Source: an optimization exercise on an open RTL-to-GDS flow (aim: small area, a short achievable clock period and few clock cycles per item). Production flows keep margins and buffers that such runs may drop. No run shown here included a check of the RTL's function; only the layout flow was run.

==> flow/design.v (outline; a module is shown in full before it is edited, if it fits) <==
// module butterfly_pipe_unit: 1875 lines
module butterfly_pipe_unit #(
    parameter int unsigned WIDTH         = 16,
    parameter int unsigned FRACTION_BITS = 14,
    parameter int unsigned TAG_WIDTH     = 5
) (
    input  logic                 CLK,
    input  logic                 RST,
    input  logic                 in_valid,
    output logic                 in_ready,
    input  logic [WIDTH-1:0]     in_1_real,
    input  logic [WIDTH-1:0]     in_1_imag,
    input  logic [WIDTH-1:0]     in_2_real,
    input  logic [WIDTH-1:0]     in_2_imag,
    input  logic [WIDTH-1:0]     twiddle_real,
    input  logic [WIDTH-1:0]     twiddle_imag,
    input  logic [TAG_WIDTH-1:0] in_tag,
    input  logic                 mode_inverse,
    input  logic                 scale_half,
    output logic                 out_valid,
    input  logic                 out_ready,
    output logic [WIDTH-1:0]     even_real,
    output logic [WIDTH-1:0]     even_imag,
    output logic [WIDTH-1:0]     odd_real,
    output logic [WIDTH-1:0]     odd_imag,
    output logic [TAG_WIDTH-1:0] out_tag,
    output logic                 ovf_flag,
    input  logic                 ovf_clear
);
  // ...
==> flow/flow/run.sh <==
#!/bin/bash
set -e
bash standard.sh SETUP_SLACK_MARGIN=${FLOW_MARGIN:-6.5} finish > standard.log 2>&1
==> flow/standard.sh <==
#!/bin/bash
# synth_recipe.tcl (not shown) runs the flow's synth.tcl, then flattens the netlist and writes it again
# the make line also repeats each setting of config.mk as NAME=value (left out here)
make -C /OpenROAD-flow-scripts/flow DESIGN_CONFIG=/design/flow/config.mk WORK_HOME=/design/flow/orfs CLKGATE_MAP_FILE= SYNTH_SCRIPT=/design/flow/synth_recipe.tcl "${@:-finish}"
==> flow/config.mk <==
export PLATFORM = sky130hd
export DESIGN_NAME = butterfly_pipe_unit
export DESIGN_NICKNAME = butterfly_pipe_unit
export VERILOG_FILES = /design/flow/design.v
export SDC_FILE = /design/flow/constraint.sdc
export NUM_CORES = 4
export LEC_CHECK = 0
export ABC_CLOCK_PERIOD_IN_PS = 3000
export CAP_MARGIN = 20
export CORE_MARGIN = 2
export CORE_UTILIZATION = 40
export SETUP_SLACK_MARGIN = 5
export SLEW_MARGIN = 20
==> flow/constraint.sdc <==
create_clock -name core_clock -period 10.0 [get_ports {CLK}]
set_input_delay 2.0000 -clock core_clock [delete_from_list [all_inputs] [get_ports {CLK}]]
set_output_delay 2.0000 -clock core_clock [all_outputs]
set_load 0.01 [all_outputs]
==> impl_metrics.env, run 1 <==
export IMPL_status="finished clean"
export IMPL_path_common_cell="inv_2"
export IMPL_hold_ws_ps=388
export IMPL_cp_slowest_stage_delay_ps=560
export IMPL_grtUsageTotal_pct=23.5
export IMPL_numCtsBuffers=76
export IMPL_nClkBuffers=85
export IMPL_num_vias=34500
export IMPL_fill_cells=11000
export IMPL_critical_path_class="flip-flop to flip-flop"
export IMPL_cp_startpoint="p3i_s_q[0]$_DFFE_PP_"
export IMPL_hold_violations=0
export IMPL_wl_met2_um=67200
export IMPL_cap_violations=0
export IMPL_final_cell_mix="650 x edfxtp_1, 563 x xnor2_1, 512 x fa_1"
export IMPL_whs_path_depth=0
export IMPL_final_seq_area_um2=19700
export IMPL_worst_clock_skew_ps=48.7
export IMPL_num_antenna_cells=1
export IMPL_root_buffer="clkbuf_16"
export IMPL_nNonClkInverters=464
export IMPL_num_multi_input_gates=2736
export IMPL_synth_distinct_cells=96
export IMPL_area_delta_synth_final_pct=19.0
==> run 2: changes to the inputs <==
==> flow/flow/run.sh (replaced) <==
#!/bin/bash
set -e
bash standard.sh SETUP_SLACK_MARGIN=${FLOW_MARGIN:-6.5} \
  "BUFFER_PORTS_ARGS=-buffer_cell sky130_fd_sc_hd__buf_2" finish > standard.log 2>&1
==> impl_metrics.env, run 2 <==
export IMPL_drc_errors=0
export IMPL_min_period_ps=4050
export IMPL_synth_async_reset_ratio_pct=0
export IMPL_reg2reg_to="out_q[12]$_DFFE_PN_"
export IMPL_slew_headroom_pct=31.8
export IMPL_fmax_ghz=0.247
export IMPL_status="finished clean"
export IMPL_synth_seq_cells=657
export IMPL_whs_path_depth=0
export IMPL_viasPerCell=5.63
export IMPL_multi_input_area_um2=28700
export IMPL_hold_violations=0
export IMPL_synth_xor_area_share_pct=11.5
export IMPL_worstHoldStart="ah2r_q[14]$_DFFE_PP_"
export IMPL_yosys_top_cells_area="edfxtp_1 39%, fa_1 21%, xnor2_1 9.9%, a22oi_1 7.2%, ha_1 4.1%"
export IMPL_fin_crit_sh_pct=40.5
export IMPL_ys_warn_count=1
export IMPL_worst_pin_slew_ps=1020
export IMPL_critical_path_class="flip-flop to flip-flop"
export IMPL_synth_nets=4963
export IMPL_worstSkewPairLatency_ps=670
export IMPL_cp_slowest_stage_delay_ps=550
export IMPL_final_cell_mix="650 x edfxtp_1, 563 x xnor2_1, 516 x fa_1"
export IMPL_die_h_um=358
export IMPL_synth_top_family_by_area="adder cells"
export IMPL_synth_most_common_cell="edfxtp_1"
export IMPL_path_common_cell="inv_2"
export IMPL_worstRegToRegCells=16
export IMPL_num_vias=33900
export IMPL_reg2reg_from="ah3i_q[0]$_DFFE_PP_"
export IMPL_critPathLaunchType="flip-flop"
export IMPL_syn_area_um2=50000
export IMPL_first_pass_iters=6
export IMPL_dp_cells=5766
export IMPL_reg_largest_list="cs2i_q: 120 flops, cs2r_q: 119 flops, skid_q: 70 flops"
export IMPL_synth_simple_gate_area_share_pct=4.24
export IMPL_start_util_pct=40.4
export IMPL_grtUsageTotal_pct=23.0
export IMPL_avgSynthCellArea_um2=12.0
export IMPL_drt_total_wl_um=147000
export IMPL_max_flop_register="cs2i_q"
export IMPL_area_delta_synth_final_pct=15.6
export IMPL_antenna_found_initial=2
export IMPL_numCtsBuffers=75
export IMPL_synth_distinct_cells=96
export IMPL_slew_viol_final=0
export IMPL_crit_path_max_fanout=7
export IMPL_synth_top_area_share_pct=39.0
export IMPL_crit_arrival_ps=4460
export IMPL_root_buffer="clkbuf_16"
export IMPL_post_drt_wl_per_cell_um=24.5
export IMPL_path_clk_slew_ps=70
export IMPL_largest_register_ffs=120
export IMPL_synth_compound_area_share_pct=12.8
export IMPL_place_congestion=0.885
export IMPL_ant_nets=0
export IMPL_cp_slowest_cell="fa_1"
export IMPL_final_seq_area_um2=19700
export IMPL_synth_area_leader_cell="edfxtp_1"
export IMPL_ctsHtreeMaxLevel=3
export IMPL_critPathCaptureType="flip-flop"
export IMPL_final_cells=6010
export IMPL_grt_overflow=0
export IMPL_first_iter_violations=3811
export IMPL_cap_violations=0
export IMPL_synth_cells=4167
export IMPL_place_port_buffers=179
export IMPL_rows=129
export IMPL_cp_startpoint="ah3i_q[0]$_DFFE_PP_"
export IMPL_synth_adder_area_share_pct=25.1
export IMPL_worst_clock_skew_ps=26.0
export IMPL_grt_setup_unrepaired="yes"
export IMPL_finalSetupTns_ps=0
export IMPL_drive_gt1_share_pct=17.3
export IMPL_synth_common_cells="650 x edfxtp_1, 567 x xnor2_1, 524 x fa_1"
export IMPL_nNetsFinal=5109
export IMPL_final_common_cell="edfxtp_1"
export IMPL_grt_first_pass_wirelength_um=221000
export IMPL_holdPathEnd="ah3r_q[14]$_DFFE_PP_"
export IMPL_required_ps=10410
export IMPL_die_width_um=358
export IMPL_hold_path_class="flip-flop to flip-flop"
export IMPL_worst_r2r_setup_slack_ps=5950
export IMPL_synth_edf_count=650
export IMPL_ios=180
export IMPL_grt_start_max_net_pins=138
export IMPL_setup_ws_ps=5950
export IMPL_synthMuxAreaShare_pct=1.22
export IMPL_fill_cells=11200
export IMPL_clkSinkCount=657
export IMPL_hpwl_um=93300
export IMPL_post_place_ws_ps=5450
export IMPL_seq_area_frac_synth_pct=39.3
export IMPL_cts_buffer_depth=3
export IMPL_core_area_um2=124000
export IMPL_synth_main_ff_cell="edfxtp_1"
export IMPL_cts_tree="yes"
export IMPL_dieArea_um2=128000
export IMPL_path_cells="inv_2 -> fa_1 -> ha_2 -> inv_2 -> fa_2 -> a211oi_2 -> o21ai_2 -> o2111a_2 -> o211ai_1 -> o311ai_4 -> buf_4 -> o21ai_4 -> nand4_1 -> buf_6 -> a211o_1 -> a22o_1"
export IMPL_grt_pass1_vias=35300
export IMPL_finalSetupViolCount=0
==> run 2: cell counts after synthesis <==
No cell type changed its count.
==> run 2: cell families after synthesis <==
| group | count (synthesis) |
|---|---|
| adder cells (fa/ha/maj) | 688 |
| AND/OR/NAND/NOR | 447 |
| AO/OA/AOI/OAI | 891 |
| buffers and inverters | 777 |
| flip-flops | 657 |
| XOR/XNOR | 652 |
| multiplexers | 55 |
==> run 2: layer usage <==
metal	GRT usage [%]	part of all wire [%]	vias to the layer above
li1	-	-	14600
met1	31.0	41	17000
met2	35.3	45	1823
met3	5.30	9.4	426
met4	10.4	4.9	0
met5	0	0	-
==> run 2: final cells by class <==
cell class	instances	share of cell area, %
diodes	1	0.00433
clock buffers	96	3.45
clock inverters	40	0.694
inverters	464	3.16
multi-input cells	2735	49.7
flip-flops and latches	657	34.0
well taps	1637	3.54
repair buffers	380	5.49
==> run 2: worst max-delay path: cells and delay by family, from the launching register on <==
family | cells | cell delay, ps
compound gates | 8 | 1690
fa+ha+maj | 3 | 1100
buf+inv | 4 | 470
flops | 1 | 340
simple gates | 1 | 190
==> run 2: worst max-delay path by stage <==
stage                               end  cells after the start
floorplan           skid_q[0]$_DFFE_PP_                      2
global route        out_q[12]$_DFFE_PN_                     12
global placement    out_q[12]$_DFFE_PN_                     16
CTS                 out_q[12]$_DFFE_PN_                     15
detailed placement  out_q[12]$_DFFE_PN_                     16
finish              out_q[12]$_DFFE_PN_                     16
==> run 2: metrics by stage <==
stage	hold slack (ps)	area (um2)	util, %
after floorplan	400	50300	-
after global placement	402	52700	42.5
after detailed placement	405	52700	42.5
after CTS	416	57100	46.1
after global routing	423	57900	46.7
final	415	57900	46.7
==> run 2: what timing repair did <==
item | CTS | global route
cloned | 4 | 2
buffers inserted | 88 | 13
endpoints found under the setup margin | 216 | 218
resized for setup | 263 | 188
pin swaps | 50 | 36
hold buffers | 0 | 0

[separate check: timing with driven ports]
Ports are ideal in the flow. The routed layouts listed here were re-timed in OpenROAD.
Step 1: set_driving_cell puts a clkbuf_16 on CLK and a buf_2 on each other input, an assumption about the parent block.
Step 2, shift: input delay + t, output delay - t, t = (earliest + latest rising clock arrival at the registers) / 2. This alone moves slack from input paths to output paths.
Three values: no drivers, after step 1, after step 2; two values: the first two.
run | t, ns | slack for setup (ns) | worst register clock-pin slew, ns | pins driven straight from the clock port
run 1 | 0.727 | 5.964 / 5.964 / 5.964 | 0.06 / 0.06 | 1
run 2 | 0.741 | 5.955 / 5.955 / 5.955 | 0.07 / 0.07 | 1
After both steps setup and hold are still met in every run listed.
